This is an optimization exercise on Yosys and OpenROAD, whose aim is small area, not a production implementation. At most, simulation tests tie the RTL to the original design; equivalence was not proved. No functional check of the RTL was part of run 1. Power and IR drop assume default switching activity.

==> design.v <==
module pattern_encoder #(
    parameter int INDEX_WIDTH = 32,
    parameter int ADDR_WIDTH  = 48,
    parameter int DATA_WIDTH  = 64
) (
    input  logic                   clk,
    input  logic                   rst,
    input  logic                   start,
    input  logic [ADDR_WIDTH-1:0]  start_addr,
    input  logic                   index_push,
    input  logic [INDEX_WIDTH-1:0] row,
    input  logic [INDEX_WIDTH-1:0] col,
    output logic                   index_stall,
    input  logic                   finish,
    output logic                   wr_req,
    input  logic                   wr_stall,
    output logic [ADDR_WIDTH-1:0]  wr_addr,
    output logic [DATA_WIDTH-1:0]  wr_data,
    output logic                   done,
    output logic [ADDR_WIDTH-1:0]  word_count
);
    localparam int IW = INDEX_WIDTH;    
    localparam int SH = $clog2(DATA_WIDTH / 8);
    localparam int AW = ADDR_WIDTH - SH;
    typedef enum logic [2:0] {
        S_IDLE, S_TAKE, S_SUB, S_HDR, S_VAL, S_SYNC, S_FLUSH, S_DONE
    } state_t;
    typedef enum logic [1:0] {
        C_ROW, C_COL, C_END
    } code_t;
    state_t state_q, state_d;
    code_t  ph_q, ph_d;
    logic [4:0]            p_q;        
    logic [DATA_WIDTH-1:0] dat_q;      
    logic [5:0]            pos_q;      
    logic                  full_q;     
    logic                  wr_req_q;
    logic [SH-1:0]         alo_q;      
    logic [AW-1:0]         ahi_q;      
    logic                  acy_q;      
    logic [ADDR_WIDTH-1:0] cnt_q;
    logic [IW-1:0]         r_q;        
    logic [IW-1:0]         pr_q;       
    logic [IW-1:0]         c_q;        
    logic [IW-1:0]         pc_q;       
    logic                  prz_q;      
    logic                  neg_q;      
    logic                  fin_q;      
    logic                  bw_q;       
    logic [5:0]            k_q;        
    logic [5:0]            w_q;        
    logic [ADDR_WIDTH:0] cy;
    logic       ld, take, sub_r, sub_c, sub_a, sub_b, dbit, bw_n, v32;
    logic       em, em_bit, go, wr, arot, p_end, kw;
    logic [5:0] p_inc;
    assign p_inc = {1'b0, p_q} + 6'd1;
    assign p_end = (p_q == 5'd31);
    assign ld    = (state_q == S_IDLE) && start;
    assign take  = (state_q == S_TAKE);
    assign go    = !full_q;
    assign wr    = full_q && !wr_stall;
    assign kw    = (k_q == w_q);
    assign sub_r = (state_q == S_SUB) && (ph_q == C_ROW);
    assign sub_c = (state_q == S_SUB) && (ph_q != C_ROW);
    assign sub_a = sub_r ? r_q[0] : c_q[0];
    assign sub_b = sub_r ? (!prz_q && pr_q[0]) : (neg_q || pc_q[0]);
    assign dbit  = sub_a ^ sub_b ^ (bw_q && p_q != 5'd0);
    assign bw_n  = (!sub_a && sub_b) || (!(sub_a ^ sub_b) && bw_q && p_q != 5'd0);
    assign v32   = neg_q && !bw_n;
    always_comb begin
        em     = 1'b0;
        em_bit = 1'b0;
        unique case (state_q)
            S_HDR: begin
                em = go;
                unique case (k_q[2:0])
                    3'd0:    em_bit = (ph_q != C_COL);
                    3'd1:    em_bit = w_q[0];
                    3'd2:    em_bit = w_q[1];
                    3'd3:    em_bit = w_q[2];
                    3'd4:    em_bit = w_q[3];
                    3'd5:    em_bit = w_q[4];
                    default: em_bit = w_q[5];
                endcase
                if (k_q[2:0] != 3'd0 && ph_q == C_END) em_bit = 1'b0;
            end
            S_VAL: begin
                em     = go && !kw && (k_q[5] || p_q == k_q[4:0]);
                em_bit = k_q[5] || ((ph_q == C_ROW) ? r_q[0] : c_q[0]);
            end
            S_FLUSH: begin
                em     = go && (pos_q != 6'd0);
                em_bit = 1'b0;
            end
            default: ;
        endcase
    end
    always_comb begin
        state_d = state_q;
        ph_d    = ph_q;
        unique case (state_q)
            S_IDLE: if (start) state_d = S_TAKE;
            S_TAKE: begin
                if (p_end) begin
                    if (index_push) begin
                        state_d = S_SUB;
                        ph_d    = C_ROW;
                    end else if (finish) begin
                        state_d = S_HDR;
                        ph_d    = C_END;
                    end
                end
            end
            S_SUB: begin
                if (p_end) begin
                    if (ph_q == C_ROW && w_q == 6'd0 && !dbit) ph_d = C_COL;
                    else                                       state_d = S_HDR;
                end
            end
            S_HDR: if (go && k_q == 6'd6) state_d = (ph_q == C_END) ? S_FLUSH : S_VAL;
            S_VAL: begin
                if (kw) begin
                    unique case (ph_q)
                        C_ROW: begin
                            state_d = S_SYNC;
                            ph_d    = C_COL;
                        end
                        default: begin
                            if (fin_q) begin
                                state_d = S_HDR;
                                ph_d    = C_END;
                            end else begin
                                state_d = S_TAKE;
                            end
                        end
                    endcase
                end
            end
            S_SYNC:  if (p_end) state_d = S_SUB;
            S_FLUSH: if (go && pos_q == 6'd0) state_d = S_DONE;
            S_DONE:  state_d = S_IDLE;
            default: state_d = S_IDLE;
        endcase
    end
    assign index_stall = !((state_q == S_TAKE) && p_end);
    assign done        = (state_q == S_DONE);
    assign arot        = em && (pos_q < 6'd45);
    always_comb begin
        cy[0] = wr;
        for (int i = 0; i < ADDR_WIDTH; i++) cy[i+1] = cy[i] && cnt_q[i];
    end
    always_ff @(posedge clk or posedge rst) begin
        if (rst) begin
            state_q  <= S_IDLE;
            p_q      <= '0;
            full_q   <= 1'b0;
            wr_req_q <= 1'b0;
            cnt_q    <= '0;
        end else begin
            state_q  <= state_d;
            p_q      <= p_inc[4:0];
            full_q   <= (full_q && wr_stall) || (em && pos_q == 6'd63);
            wr_req_q <= wr;
            if (ld) cnt_q <= '0;
            else    cnt_q <= cnt_q ^ cy[ADDR_WIDTH-1:0];
        end
    end
    always_ff @(posedge clk) begin
        ph_q <= ph_d;
        if (ld) begin
            alo_q <= start_addr[SH-1:0];
            ahi_q <= start_addr[ADDR_WIDTH-1:SH];
            acy_q <= 1'b0;
        end else begin
            if (wr) acy_q <= 1'b1;
            else if (arot) acy_q <= acy_q && ahi_q[0];
            if (arot) ahi_q <= {ahi_q[0] ^ acy_q, ahi_q[AW-1:1]};
        end
        if (ld) pos_q <= '0;
        else if (em) pos_q <= pos_q + 6'd1;
        if (em) dat_q <= {em_bit, dat_q[DATA_WIDTH-1:1]};
        if (ld) begin
            prz_q <= 1'b1;
            neg_q <= 1'b1;
        end
        if (take) begin
            r_q   <= row;
            c_q   <= col;
            fin_q <= finish;
        end else begin
            r_q <= {sub_r ? dbit : r_q[0], r_q[IW-1:1]};
            c_q <= {sub_c ? dbit : c_q[0], c_q[IW-1:1]};
        end
        pr_q <= {sub_r ? r_q[0] : pr_q[0], pr_q[IW-1:1]};
        pc_q <= {sub_c ? c_q[0] : pc_q[0], pc_q[IW-1:1]};
        if (state_q == S_TAKE || state_q == S_SYNC
            || (state_q == S_HDR && go && k_q == 6'd6)
            || (state_q == S_VAL && kw))
            k_q <= '0;
        else if (em && state_q != S_FLUSH)
            k_q <= k_q + 6'd1;
        if (sub_c && p_end && v32)
            w_q <= 6'd33;
        else if (state_q == S_SUB && (dbit || p_q == 5'd0))
            w_q <= dbit ? p_inc : 6'd0;
        if (state_q == S_SUB) begin
            bw_q <= bw_n;
            if (p_end) begin
                if (sub_r) begin
                    prz_q <= 1'b0;
                    if (w_q != 6'd0 || dbit) neg_q <= 1'b1;
                end else begin
                    neg_q <= 1'b0;
                end
            end
        end
    end
    assign wr_req     = wr_req_q;
    assign wr_addr    = {ahi_q, alo_q};
    assign wr_data    = dat_q;
    assign word_count = cnt_q;
endmodule
==> flow/run.sh <==
#!/bin/bash
# Standard ORFS layout, with the smallest buffer on each port and a clock
# tree of a few small buffers without dummy loads.
set -euo pipefail
export BUFFER_PORTS_ARGS="-buffer_cell sky130_fd_sc_hd__buf_1"
export CTS_ARGS="-sink_clustering_enable -repair_clock_nets -dont_use_dummy_load -sink_clustering_size 16 -sink_clustering_max_diameter 60 -buf_list {sky130_fd_sc_hd__clkbuf_8}"
bash standard.sh > standard.log 2>&1
==> standard.sh <==
#!/bin/bash
# synth_recipe.tcl (not shown) runs the flow's synth.tcl, then flattens the netlist and writes it again
# the make line also repeats each setting of config.mk as NAME=value (left out here)
make -C /OpenROAD-flow-scripts/flow DESIGN_CONFIG=/design/flow/config.mk WORK_HOME=/design/flow/orfs CLKGATE_MAP_FILE= SYNTH_SCRIPT=/design/flow/synth_recipe.tcl "${@:-finish}"
==> config.mk <==
export PLATFORM = sky130hd
export DESIGN_NAME = pattern_encoder
export DESIGN_NICKNAME = pattern_encoder
export VERILOG_FILES = /design/flow/design.v
export SDC_FILE = /design/flow/constraint.sdc
export NUM_CORES = 4
export LEC_CHECK = 0
export CAP_MARGIN = 20
export CORE_MARGIN = 2
export CORE_UTILIZATION = 70
export SLEW_MARGIN = 20
==> constraint.sdc <==
create_clock -name core_clock -period 10.0 [get_ports {clk}]
set_input_delay 2.0000 -clock core_clock [delete_from_list [all_inputs] [get_ports {clk}]]
set_output_delay 2.0000 -clock core_clock [all_outputs]
set_load 0.01 [all_outputs]
==> PnR_summary.wiki, run 1 <==
{| class="wikitable"
! Metric !! Value
|-
| Avg WL per Cell || 17.3 µm
|-
| Number of violations reported at the end of detailed-routing iteration 0 || 469
|-
| P&R area growth vs syn || 15.1%
|-
| Final Skew || 62.0 ps
|-
| Data arrival, critical path || 10,230 ps
|-
| Final-report max-slew violation count || 0
|-
| Most used cell, CP || sky130_fd_sc_hd__ha_2
|-
| R2r endpoint || cnt_q[47]$_DFF_PP0_
|-
| Antenna Violating Nets Remaining || 0
|-
| Startpoint types || input pin
|-
| Overall fraction of global-route tracks in use || 25.5%
|-
| Setup slack after placement || -601 ps
|-
| Worst supply voltage drop on vdd || 211 µV
|-
| Final worst path period share || 98.7%
|-
| Number of cells traversed by the worst register-to-register path || 51
|-
| Number of nets in the synthesized netlist || 1,037
|-
| DRC violation count after routing || 0
|-
| Timing startpoint of the critical path || wr_stall
|-
| Maximum number of pins on one net before global-route repair || 98
|-
| IO Pins || 281
|-
| Avg Cell Area, Syn || 13.4 µm²
|-
| Met2 wire len || 11,800 µm
|-
| Routed met1 length || 9510 µm
|-
| Final Core Density || 82.8%
|-
| CTS clock-pin slew for the worst setup and hold paths || 90 ps
|-
| Least-Margin Pin Slew || 1030 ps
|-
| Remaining global-route overflow || 0
|-
| Max Buffers Root-to-Sink || 3
|-
| Global-route wire length before repair || 36,100 µm
|-
| CTS tree || yes
|-
| DR top layer || met4
|-
| Setup WS post-layout || 135 ps
|-
| Post-synthesis cell type count || 51
|-
| Internal reg-to-reg setup slack || 1010 ps
|-
| Run status || no timing/DRC/antenna violations
|-
| Antenna violations before repair || 0
|-
| Library cell contributing the largest single delay on the critical path || sky130_fd_sc_hd__ha_1
|-
| Min cycle time layout || 9870 ps
|-
| Count of input and output buffers || 280
|-
| Post-synth EDFFs || 116
|-
| WL met3 || 1450 µm
|-
| Classification of the worst setup path || in2reg
|-
| Post-synthesis register bit count || 323
|-
| Hold violation total from the final report || 0
|-
| Max_slew headroom || 30.9%
|-
| Antenna diode count || 0
|-
| Via count of the first global-routing pass || 7,195
|-
| DR vias/cell || 5.46
|-
| Critical Path Max Stage Delay || 190 ps
|-
| Clk Latency, worst-skew pair || 570 ps
|-
| Startpoint of the worst-slack reg-to-reg timing path || full_q$_DFF_PP0_
|-
| Standard cell core area || 16,000 µm²
|-
| Number of max-cap violations || 0
|-
| Total Routed Length || 23,500 µm
|-
| Share of async-settable or async-resettable flops after synthesis || 18.0%
|-
| Req. time, crit path || 10,360 ps
|-
| Chip height || 132 µm
|-
| Post-synthesis cell count || 860
|-
| Top area cells in the synthesized netlist || sky130_fd_sc_hd__edfxtp_1 (30%), sky130_fd_sc_hd__dfxtp_1 (26%), sky130_fd_sc_hd__dfrtp_1 (13%)
|-
| Hold Path Class || reg2reg
|-
| Sequential element share of the synthesized area || 68.8%
|-
| Number of warning messages in the yosys log || 1
|-
| Cell Area, Synth || 11,500 µm²
|-
| H-tree depth || 1
|-
| Achievable clock frequency || 101 MHz
|-
| Share of layout cells above drive strength 1 || 13.2%
|-
| Worst-path maximum fanout || 2
|-
| Most area-hungry cell type in the Yosys netlist || sky130_fd_sc_hd__edfxtp_1
|-
| GPL Wtd Cong || 0.838
|-
| Power per cell area || 295 nW/µm²
|-
| Num CTS Buffers || 24
|-
| Kind of end point of the critical path || flop
|-
| Length of the first detailed-routing pass in iterations || 5
|-
| Total of endpoints with negative setup slack in the final report || 0
|-
| Buffer cell driving the clock tree root || sky130_fd_sc_hd__clkbuf_8
|-
| Post-layout power || 3.91 mW
|-
| Leakage || 5.35 nW
|-
| NumNets Final || 1,315
|-
| Number of sinks handled by clock tree synthesis || 323
|-
| Horizontal die dimension || 132 µm
|-
| DP HPWL || 16,000 µm
|-
| Most used flip-flop cell after synthesis || sky130_fd_sc_hd__dfxtp_1
|-
| Via count of the routed design || 7,379
|-
| Post-Route Hold Slack || 310 ps
|-
| Placement Rows || 46
|-
| End point of the critical path || cnt_q[47]$_DFF_PP0_
|-
| Starting density of the core || 71.9%
|-
| Fraction of synthesized cell area taken by the top area cell type || 30.3%
|-
| Area enclosed by the die boundary || 17,500 µm²
|-
| Filler instances || 957
|}
## layout by cell type (no fill, tap or decap), types with 3 or more instances in the layout
cell	Yosys	final
sky130_fd_sc_hd__o21ai_0	11	11
sky130_fd_sc_hd__mux2_2	65	65
sky130_fd_sc_hd__mux2i_1	12	12
sky130_fd_sc_hd__a22oi_1	7	7
sky130_fd_sc_hd__ha_4	0	5
sky130_fd_sc_hd__ha_2	0	37
sky130_fd_sc_hd__or4_1	3	3
sky130_fd_sc_hd__inv_2	2	3
sky130_fd_sc_hd__nand3_1	12	11
sky130_fd_sc_hd__o31ai_1	4	4
sky130_fd_sc_hd__dfrtp_1	58	58
sky130_fd_sc_hd__or3_1	3	3
sky130_fd_sc_hd__ha_1	59	17
sky130_fd_sc_hd__xnor2_1	9	8
sky130_fd_sc_hd__clkbuf_8	0	24
sky130_fd_sc_hd__nor3_1	8	8
sky130_fd_sc_hd__inv_1	12	11
sky130_fd_sc_hd__buf_1	1	279
sky130_fd_sc_hd__edfxtp_1	116	116
sky130_fd_sc_hd__xor2_1	6	6
sky130_fd_sc_hd__dfxtp_1	149	149
sky130_fd_sc_hd__nor2_1	24	22
sky130_fd_sc_hd__nor4_1	3	3
sky130_fd_sc_hd__nor2b_1	3	3
sky130_fd_sc_hd__and2_1	49	49
sky130_fd_sc_hd__nand2_1	161	160
sky130_fd_sc_hd__a21oi_1	8	8
sky130_fd_sc_hd__buf_4	0	6
sky130_fd_sc_hd__nand4_1	4	4
sky130_fd_sc_hd__nand2b_1	6	6
## stage by stage
step	setup TNS, ps	instances	area [µm²]
6_report	0	1352	13300
4_1_cts	0	1352	13200
3_3_place_gp	-871	1328	12800
3_5_place_dp	-1880	1328	12800
2_1_floorplan	0	860	11600
5_1_grt	-163	1352	13300
## cell usage after synthesis (all sizes together), types with 3 or more instances
cell type / count
nor2: 24
mux2i: 12
nor3: 9
edfxtp: 116
mux2: 65
or4: 3
nand2: 161
nand3: 12
nand4: 4
nand2b: 6
ha: 59
xnor2: 9
clkbuf: 28
buf: 6
o21ai: 12
a21oi: 8
dfxtp: 149
o31ai: 4
inv: 14
and2: 49
nor4: 3
dfrtp: 58
a22oi: 7
nor2b: 3
or3: 3
xor2: 6
## worst max-delay path, delay by kind of cell
kind	cells	cell delay, ps
buffers and inverters	1	100
XOR/XNOR	1	120
AND/OR/NAND/NOR	2	90
adder cells (fa/ha/maj)	47	7860
## flip-flops by register name, indices dropped and copies added (netlist names)
register and count:
pc_q 32, pos_q 6, acy_q 1, c_q 32
dat_q 64, neg_q 1, p_q 5, ph_q 2
cnt_q 48, wr_req_q 1, fin_q 1, k_q 6
pr_q 32, w_q 6, prz_q 1, full_q 1
state_q 3, bw_q 1, alo_q 3, ahi_q 45
r_q 32
## per-layer routing
metal / vias to the layer above / global-route usage (%)
li1: 3502 / -
met1: 3538 / 33.5
met2: 291 / 43.9
met3: 48 / 4.81
met4: 0 / 7.35
met5: - / 0
## logic make-up after synthesis
| logic type | Yosys count | share of synthesized area, % |
|---|---|---|
| multiplexers | 77 | 7.40 |
| XOR/XNOR | 15 | 1.14 |
| adder cells (fa/ha/maj) | 59 | 6.42 |
| AO/OA/AOI/OAI | 54 | 3.22 |
| AND/OR/NAND/NOR | 283 | 11.3 |
| buffers and inverters | 49 | 1.73 |
| flip-flops | 323 | 68.8 |
## report_power, final
part           internal, mW  switching [mW]
combinational         0.438           0.700
sequential             1.96           0.222
clock                 0.216           0.370
## how the worst min path moves through the flow
stage,start,end,slack [ps],cells past startpoint
2_1_floorplan,pc_q[1]$_DFF_P_,pc_q[0]$_DFF_P_,310,0
3_3_place_gp,pr_q[15]$_DFF_P_,pr_q[14]$_DFF_P_,310,0
3_5_place_dp,pc_q[24]$_DFF_P_,pc_q[23]$_DFF_P_,310,0
4_1_cts,pr_q[19]$_DFF_P_,pr_q[18]$_DFF_P_,310,0
5_1_grt,pr_q[19]$_DFF_P_,pr_q[18]$_DFF_P_,310,0
6_report,pr_q[19]$_DFF_P_,pr_q[18]$_DFF_P_,310,0
## what timing repair did
item / 4_1_cts / 5_1_grt
cloned: 0 / 0
buffers inserted: 0 / 0
pin swaps: 1 / 1
hold buffers: 0 / 0
resized for setup: 4 / 16
setup endpoints to repair: 2 / 3
## layout make-up
| cell class | instances | area, µm² | share of cell area [%] |
|---|---|---|---|
| tap | 216 | 270 | 2.04 |
| inverter | 15 | 56.3 | 0.425 |
| timing repair buffer | 286 | 1100 | 8.28 |
| multi-input combinational | 488 | 3580 | 27.0 |
| clock buffer | 24 | 330 | 2.49 |
| sequential | 323 | 7920 | 59.8 |
==> run 2: changes to the inputs <==
--- a/design.v
+++ b/design.v
@@ -149,3 +149,10 @@
         cy[0] = wr;
-        for (int i = 0; i < ADDR_WIDTH; i++) cy[i+1] = cy[i] && cnt_q[i];
+        for (int i = 0; i < ADDR_WIDTH; i++)
+            cy[i+1] = cy[i] && cnt_q[i];
+        cy[16] = wr && (&cnt_q[15:0]);
+        for (int i = 16; i < ADDR_WIDTH; i++)
+            cy[i+1] = cy[i] && cnt_q[i];
+        cy[32] = wr && (&cnt_q[31:0]);
+        for (int i = 32; i < ADDR_WIDTH; i++)
+            cy[i+1] = cy[i] && cnt_q[i];
     end
--- a/config.mk
+++ b/config.mk
@@ -9,3 +9,3 @@
 export CORE_MARGIN = 2
-export CORE_UTILIZATION = 70
+export CORE_UTILIZATION = 80
 export SLEW_MARGIN = 20
==> PnR_summary.wiki, run 2 <==
{| class="wikitable"
! Metric !! Value
|-
| Run status || no timing/DRC/antenna violations
|-
| Via count of the first global-routing pass || 8,031
|-
| P&R area growth vs syn || 13.0%
|-
| Max Buffers Root-to-Sink || 3
|-
| Post-layout power || 1.97 mW
|-
| Maximum number of pins on one net before global-route repair || 100
|-
| Leakage || 5.31 nW
|-
| Fraction of synthesized cell area taken by the top area cell type || 30.0%
|-
| Avg Cell Area, Syn || 13.2 µm²
|-
| Hold violation total from the final report || 0
|-
| Buf/Inv on CP || 1
|-
| Number of nets in the synthesized netlist || 1,056
|-
| Cell Area, Synth || 11,600 µm²
|-
| Total of endpoints with negative setup slack in the final report || 0
|-
| Kind of end point of the critical path || flop
|-
| Number of max-cap violations || 0
|-
| H-tree depth || 1
|-
| Library cell contributing the largest single delay on the critical path || sky130_fd_sc_hd__and3_1
|-
| IO Pins || 281
|-
| Non-filler cells in the finished layout || 1,339
|-
| Antenna violations before repair || 0
|-
| Most frequent cells in the layout || sky130_fd_sc_hd__buf_1 (280), sky130_fd_sc_hd__nand2_1 (163), sky130_fd_sc_hd__dfxtp_1 (149), sky130_fd_sc_hd__edfxtp_1 (116), sky130_fd_sc_hd__mux2_2 (65)
|-
| Min cycle time layout || 5380 ps
|-
| Placement Rows || 44
|-
| Most used flip-flop cell after synthesis || sky130_fd_sc_hd__dfxtp_1
|-
| Ordered cell list for the critical path || buf_1 -> nor2b_1 -> and3_1 -> nand3_1 -> nor4_1 -> and2_1 -> ha_1 -> ha_1 -> ha_1 -> ha_1 -> ha_1 -> ha_1 -> ha_1 -> ha_1 -> ha_1 -> ha_1 -> ha_1 -> ha_1 -> ha_1 -> ha_1 -> ha_1 -> xnor2_1 -> nor2_1
|-
| Cell Count Post-Placement || 1,314
|-
| Post-Route Hold Slack || 317 ps
|-
| Dominant delay contributor by cell family on the critical path || adder cells
|-
| Standard cell core area || 14,400 µm²
|-
| Share of async-settable or async-resettable flops after synthesis || 18.0%
|-
| Total setup buffers inserted after CTS || 0
|-
| R2r endpoint || cnt_q[47]$_DFF_PP0_
|-
| Post-synth EDFFs || 116
|-
| Most used cell, CP || sky130_fd_sc_hd__ha_1
|-
| Number of sinks handled by clock tree synthesis || 323
|-
| Worst-path maximum fanout || 4
|-
| DRC violation count after routing || 0
|-
| CTS clock-pin slew for the worst setup and hold paths || 100 ps
|-
| CTS tree || yes
|-
| Avg WL per Cell || 20.4 µm
|-
| DP HPWL || 18,200 µm
|-
| Least-Margin Pin Slew || 1060 ps
|-
| Unrepaired setup endpoints after global routing || false
|-
| Horizontal die dimension || 125 µm
|-
| Clk Latency, worst-skew pair || 550 ps
|-
| Area enclosed by the die boundary || 15,500 µm²
|-
| Critical Path Max Stage Delay || 210 ps
|-
| Global-route wire length before repair || 42,800 µm
|-
| Share of layout cells above drive strength 1 || 8.75%
|-
| Max FFs per register || 64
|-
| NumNets Final || 1,331
|-
| Max_slew headroom || 29.2%
|-
| Req. time, crit path || 10,400 ps
|-
| Num CTS Buffers || 24
|-
| DR vias/cell || 5.96
|-
| Antenna Violating Nets Remaining || 0
|-
| Post-synthesis cell count || 881
|-
| Number of hold-repair buffers added at the cts stage || 0
|-
| Startpoint types || input pin
|-
| Final Core Density || 91.4%
|-
| Length of the first detailed-routing pass in iterations || 5
|-
| Final Skew || 54.6 ps
|-
| Final worst path period share || 53.8%
|-
| Worst hold path startpoint || pc_q[9]$_DFF_P_
|-
| Worst Hold Endpoint || pc_q[8]$_DFF_P_
|-
| Number of warning messages in the yosys log || 1
|-
| Number of gates resized after CTS || 0
|-
| Most frequent cells after synthesis || sky130_fd_sc_hd__nand2_1 (164), sky130_fd_sc_hd__dfxtp_1 (149), sky130_fd_sc_hd__edfxtp_1 (116)
|-
| Number of cells on the worst hold path || 0
|-
| Final-report max-slew violation count || 0
|-
| Post-synthesis register bit count || 323
|-
| Top-count cell post-synth || sky130_fd_sc_hd__nand2_1
|-
| Overall fraction of global-route tracks in use || 34.9%
|-
| Worst supply voltage drop on vdd || 145 µV
|-
| Internal reg-to-reg setup slack || 5650 ps
|-
| TNS Setup || 0 ps
|-
| Via count of the routed design || 7,986
|-
| Top area cells in the synthesized netlist || sky130_fd_sc_hd__edfxtp_1 (30%), sky130_fd_sc_hd__dfxtp_1 (26%), sky130_fd_sc_hd__dfrtp_1 (12%)
|-
| Startpoint of the worst-slack reg-to-reg timing path || full_q$_DFF_PP0_
|-
| Number of cells traversed by the worst register-to-register path || 22
|-
| Data arrival, critical path || 5780 ps
|-
| Chip height || 125 µm
|-
| Most common cell after layout, fill and taps aside || sky130_fd_sc_hd__buf_1
|-
| Remaining global-route overflow || 0
|-
| Sequential element share of the synthesized area || 68.1%
|-
| Count of input and output buffers || 280
|-
| Power per cell area || 150 nW/µm²
|-
| Largest register by flop count || dat_q
|-
| Achievable clock frequency || 186 MHz
|-
| Buffer cell driving the clock tree root || sky130_fd_sc_hd__clkbuf_8
|-
| Number of violations reported at the end of detailed-routing iteration 0 || 655
|-
| Total Routed Length || 27,300 µm
|-
| Starting density of the core || 80.9%
|-
| GPL Wtd Cong || 0.852
|-
| Classification of the worst setup path || in2reg
|-
| Most area-hungry cell type in the Yosys netlist || sky130_fd_sc_hd__edfxtp_1
|-
| Post-synthesis cell type count || 55
|-
| Hold Path Class || reg2reg
|-
| Registers with the most flip-flops || dat_q: 64 flops, cnt_q: 48 flops, ahi_q: 45 flops
|}
[run 2: area by class of cell]
class                   instances  area [µm²]
clock buffers                  24         330
repair buffers                284        1080
diodes                          1        2.50
multi-input cells             508        3510
flip-flops and latches        323        7920
fillers                       541        1240
well taps                     184         230
inverters                      15        60.1
[run 2: worst max path at each step]
stage / start / end / slack, ps / depth (start not counted)
5_1_grt: wr_stall / cnt_q[47]$_DFF_PP0_ / 4360 / 23
2_1_floorplan: wr_stall / cnt_q[46]$_DFF_PP0_ / 4630 / 21
6_report: wr_stall / cnt_q[47]$_DFF_PP0_ / 4620 / 23
3_3_place_gp: wr_stall / cnt_q[47]$_DFF_PP0_ / 4320 / 23
3_5_place_dp: wr_stall / cnt_q[47]$_DFF_PP0_ / 4140 / 23
4_1_cts: wr_stall / cnt_q[47]$_DFF_PP0_ / 4630 / 23
[run 2: logic make-up (layout without fill, tap and decap cells)]
kind of cell	after synthesis	count (layout)	synth area share [%]
other	0	1	0
DFF	323	323	68.1
buffers and inverters	50	323	1.78
muxes	72	72	6.90
xor gates and xnor gates	18	18	1.36
AOI/OAI and AO/OA	71	71	4.16
and+or+nand+nor	290	290	11.5
adders and majority gates	57	57	6.14
[run 2: routing by layer]
| metal | vias up | track usage (%) | wire, µm |
|---|---|---|---|
| met5 | - | 0 | 0 |
| met4 | 0 | 13.2 | 1140 |
| met3 | 98 | 6.87 | 2190 |
| met2 | 469 | 61.7 | 14000 |
| met1 | 3843 | 42.6 | 9900 |
| li1 | 3576 | - | - |
[run 2: through the flow]
| stage | setup slack [ps] | cell area, µm² |
|---|---|---|
| after global routing | 4360 | 13100 |
| final | 4620 | 13100 |
| after detailed placement | 4140 | 12800 |
| after CTS | 4630 | 13100 |
| after floorplan | 4630 | 11600 |
| after global placement | 4320 | 12800 |
[run 2: worst reg2reg max path, cell delays in order, from the launching register on]
cell and delay, ps:
sky130_fd_sc_hd__dfrtp_1 450, sky130_fd_sc_hd__nor2b_1 210, sky130_fd_sc_hd__and3_1 210, sky130_fd_sc_hd__nand3_1 100, sky130_fd_sc_hd__nor4_1 70, sky130_fd_sc_hd__and2_1 170, sky130_fd_sc_hd__ha_1 190, sky130_fd_sc_hd__ha_1 190
sky130_fd_sc_hd__ha_1 180, sky130_fd_sc_hd__ha_1 200, sky130_fd_sc_hd__ha_1 190, sky130_fd_sc_hd__ha_1 200, sky130_fd_sc_hd__ha_1 190, sky130_fd_sc_hd__ha_1 190, sky130_fd_sc_hd__ha_1 200, sky130_fd_sc_hd__ha_1 190
sky130_fd_sc_hd__ha_1 180, sky130_fd_sc_hd__ha_1 180, sky130_fd_sc_hd__ha_1 170, sky130_fd_sc_hd__ha_1 180, sky130_fd_sc_hd__ha_1 190, sky130_fd_sc_hd__xnor2_1 170, sky130_fd_sc_hd__nor2_1 60
[run 2: power breakdown]
part | switching [mW] | total, mW | internal, mW
clock network | 0.372 | 0.587 | 0.216
logic | 0.0153 | 0.0279 | 0.0126
registers | 0.00187 | 1.36 | 1.35
==> run 3: changes to the inputs <==
--- a/config.mk
+++ b/config.mk
@@ -9,3 +9,3 @@
 export CORE_MARGIN = 2
-export CORE_UTILIZATION = 80
+export CORE_UTILIZATION = 70
 export SLEW_MARGIN = 20
==> PnR_summary.wiki, run 3 <==
{| class="wikitable"
! Metric !! Value
|-
| Startpoint of the worst-slack reg-to-reg timing path || full_q$_DFF_PP0_
|-
| GPL Wtd Cong || 0.841
|-
| DRC violation count after routing || 0
|-
| Share of total power in combinational logic || 1.3%
|-
| Remaining global-route overflow || 0
|-
| Max_slew headroom || 28.3%
|-
| Flop pwr share || 68.7%
|-
| Number of cells on the worst hold path || 0
|-
| Cell Area, Synth || 11,600 µm²
|-
| Number of violations reported at the end of detailed-routing iteration 0 || 460
|-
| Data arrival, critical path || 5610 ps
|-
| Antenna violations before repair || 0
|-
| Starting density of the core || 70.8%
|-
| Share of async-settable or async-resettable flops after synthesis || 18.0%
|-
| Buf/Inv on CP || 1
|-
| Clk Latency, worst-skew pair || 550 ps
|-
| Post-synthesis cell count || 881
|-
| Share of layout cells above drive strength 1 || 8.75%
|-
| Most area-hungry cell type in the Yosys netlist || sky130_fd_sc_hd__edfxtp_1
|-
| Post-synth EDFFs || 116
|-
| Filler instances || 990
|-
| Critical Path Max Stage Delay || 260 ps
|-
| Non-filler cells in the finished layout || 1,374
|-
| Dominant delay contributor by cell family on the critical path || adder cells
|-
| Number of nets in the synthesized netlist || 1,056
|-
| Top-count cell post-synth || sky130_fd_sc_hd__nand2_1
|-
| Most used cell, CP || sky130_fd_sc_hd__ha_1
|-
| IO Pins || 281
|-
| Final Core Density || 80.3%
|-
| Number of sinks handled by clock tree synthesis || 323
|-
| Total of endpoints with negative setup slack in the final report || 0
|-
| Sequential element share of the synthesized area || 68.1%
|-
| Most frequent cells in the layout || sky130_fd_sc_hd__buf_1 (280), sky130_fd_sc_hd__nand2_1 (163), sky130_fd_sc_hd__dfxtp_1 (149), sky130_fd_sc_hd__edfxtp_1 (116), sky130_fd_sc_hd__mux2_2 (65)
|-
| Area enclosed by the die boundary || 17,600 µm²
|-
| Worst-path maximum fanout || 4
|-
| Avg Cell Area, Syn || 13.2 µm²
|-
| Maximum number of pins on one net before global-route repair || 102
|-
| R2r endpoint || cnt_q[46]$_DFF_PP0_
|-
| Horizontal die dimension || 133 µm
|-
| Kind of end point of the critical path || flop
|-
| CTS clock-pin slew for the worst setup and hold paths || 100 ps
|-
| Chip height || 133 µm
|-
| Final-report max-slew violation count || 0
|-
| Final worst path period share || 52.1%
|-
| Antenna diode count || 0
|-
| Worst hold path startpoint || pr_q[31]$_DFF_P_
|-
| Switching share of power || 19.9%
|-
| Total Routed Length || 23,200 µm
|-
| Leakage || 5.31 nW
|-
| Ordered cell list for the critical path || buf_1 -> nor2b_1 -> and3_1 -> nand3_1 -> nor4_1 -> and2_1 -> ha_1 -> ha_1 -> ha_1 -> ha_1 -> ha_1 -> ha_1 -> ha_1 -> ha_1 -> ha_1 -> ha_1 -> ha_1 -> ha_1 -> ha_1 -> ha_1 -> ha_1 -> nor2b_1
|-
| Number of warning messages in the yosys log || 1
|-
| DR vias/cell || 5.45
|-
| Total setup buffers inserted after CTS || 0
|-
| Overall fraction of global-route tracks in use || 26.2%
|-
| Cell Count Post-Placement || 1,350
|-
| Number of cells traversed by the worst register-to-register path || 21
|-
| Unrepaired setup endpoints after global routing || false
|-
| Via count of the first global-routing pass || 7,162
|-
| Most common cell after layout, fill and taps aside || sky130_fd_sc_hd__buf_1
|-
| Number of gates resized after CTS || 0
|-
| Largest register by flop count || dat_q
|-
| Hold violation total from the final report || 0
|-
| Number of hold-repair buffers added at the cts stage || 0
|-
| Standard cell core area || 16,400 µm²
|-
| Req. time, crit path || 10,400 ps
|-
| Length of the first detailed-routing pass in iterations || 5
|-
| Final Skew || 52.3 ps
|-
| Portion of total power attributed to the clock network || 30.0%
|-
| Max Buffers Root-to-Sink || 3
|-
| Startpoint types || input pin
|-
| Max FFs per register || 64
|-
| NumNets Final || 1,331
|-
| DP HPWL || 15,900 µm
|-
| Num CTS Buffers || 24
|-
| Achievable clock frequency || 192 MHz
|-
| Worst Hold Endpoint || pr_q[30]$_DFF_P_
|-
| Avg WL per Cell || 16.9 µm
|-
| Count of input and output buffers || 280
|-
| Most frequent cells after synthesis || sky130_fd_sc_hd__nand2_1 (164), sky130_fd_sc_hd__dfxtp_1 (149), sky130_fd_sc_hd__edfxtp_1 (116)
|-
| Most used flip-flop cell after synthesis || sky130_fd_sc_hd__dfxtp_1
|-
| Via count of the routed design || 7,482
|-
| Cell-internal power || 1.58 mW
|-
| Internal reg-to-reg setup slack || 5760 ps
|-
| Post-synthesis register bit count || 323
|-
| Power per cell area || 150 nW/µm²
|-
| Library cell contributing the largest single delay on the critical path || sky130_fd_sc_hd__ha_1
|-
| Placement Rows || 47
|-
| Buffer cell driving the clock tree root || sky130_fd_sc_hd__clkbuf_8
|-
| CTS tree || yes
|-
| TNS Setup || 0 ps
|-
| Run status || no timing/DRC/antenna violations
|-
| Number of max-cap violations || 0
|-
| Global-route wire length before repair || 37,200 µm
|-
| Worst supply voltage drop on vdd || 137 µV
|-
| Min cycle time layout || 5210 ps
|-
| Hold Path Class || reg2reg
|-
| Classification of the worst setup path || in2reg
|-
| P&R area growth vs syn || 13.3%
|-
| H-tree depth || 1
|-
| Top area cells in the synthesized netlist || sky130_fd_sc_hd__edfxtp_1 (30%), sky130_fd_sc_hd__dfxtp_1 (26%), sky130_fd_sc_hd__dfrtp_1 (12%)
|-
| Least-Margin Pin Slew || 1070 ps
|-
| Post-synthesis cell type count || 55
|-
| Fraction of synthesized cell area taken by the top area cell type || 30.0%
|-
| Switching power summed over all nets || 0.392 mW
|-
| Registers with the most flip-flops || dat_q: 64 flops, cnt_q: 48 flops, ahi_q: 45 flops
|-
| Antenna Violating Nets Remaining || 0
|}
[run 3: kinds of logic after synthesis]
| family | after synthesis | share of synthesized area [%] |
|---|---|---|
| flops | 323 | 68.1 |
| mux | 72 | 6.90 |
| xor+xnor | 18 | 1.36 |
| buf+inv | 50 | 1.78 |
| fa+ha+maj | 57 | 6.14 |
| compound gates | 71 | 4.16 |
| simple gates | 290 | 11.5 |
[run 3: stage by stage]
step	hold WS [ps]	total power [mW]	setup WS (ps)	area [µm²]
after floorplan	310	1.39	4630	11600
after global placement	311	1.41	4300	12800
after detailed placement	312	1.41	4200	12800
after CTS	278	1.99	4780	13200
after global routing	271	2.03	4480	13200
final	276	1.98	4790	13200
[run 3: per-layer routing]
layer | routed length (µm) | GRT usage, % | vias to the layer above | share of wire [%]
met5 | 0 | 0 | - | 0
met4 | 729 | 8.84 | 0 | 3.1
met3 | 1710 | 5.59 | 50 | 7.4
met2 | 11000 | 42.6 | 296 | 47
met1 | 9790 | 35.6 | 3552 | 42
li1 | - | - | 3584 | -
[run 3: final cells by class]
type / instances / area [µm²] / area share [%]
clock buffers: 24 / 330 / 2.51
inverters: 15 / 58.8 / 0.447
multi-input cells: 508 / 3510 / 26.6
flip-flops and latches: 323 / 7920 / 60.1
well taps: 220 / 275 / 2.09
repair buffers: 284 / 1080 / 8.21
[run 3: worst max-delay path by stage]
stage	from	to	slack, ps	cells past startpoint
after detailed placement	wr_stall	cnt_q[46]$_DFF_PP0_	4200	22
after global routing	wr_stall	cnt_q[47]$_DFF_PP0_	4480	23
after CTS	wr_stall	cnt_q[46]$_DFF_PP0_	4780	22
final	wr_stall	cnt_q[46]$_DFF_PP0_	4790	22
after floorplan	wr_stall	cnt_q[46]$_DFF_PP0_	4630	21
after global placement	wr_stall	cnt_q[47]$_DFF_PP0_	4300	23
[run 3: power groups by stage]
stage	registers, mW	logic (mW)	clock network, mW
floorplan	1.39	0.00549	0
global placement	1.39	0.0251	0
detailed placement	1.39	0.0264	0
CTS	1.36	0.0267	0.605
global route	1.36	0.0301	0.648
finish	1.36	0.0264	0.593

afterwards: timing with drivers on the ports:
The results above use ideal ports. As a check the final layouts listed here were re-extracted and re-timed, cells and wires unchanged.
Step 1 assumes that a clkbuf_16 drives the clock port and a buf_2 every other input.
Step 2 moves the port delays by t, midway between the first and last clock arrival at a register: inputs arrive t later, outputs are due t later. That takes back most of the time a late clock gives input paths.
Slacks: ideal / step 1 / step 2; pairs: ideal / step 1.
| run | t (ns) | setup WS [ns] | worst hold slack (ns) | latest minus earliest clock arrival (ns) | worst register clock-pin slew, ns |
|---|---|---|---|---|---|
| run 1 | 0.575 | 0.135 / 0.119 / -0.456 | 0.310 / 0.310 / 0.310 | 0.062 / 0.062 | 0.12 / 0.12 |
| run 2 | 0.564 | 4.617 / 4.612 / 4.049 | 0.317 / 0.317 / 0.317 | 0.055 / 0.055 | 0.10 / 0.10 |
| run 3 | 0.565 | 4.786 / 4.775 / 4.211 | 0.276 / 0.276 / 0.276 | 0.053 / 0.053 | 0.10 / 0.10 |
Met with ideal ports but missed after step 2: setup timing in run 1. The setup slack of run 1, which loses most, moves by -0.016 ns with the drivers and by -0.591 ns with both steps.
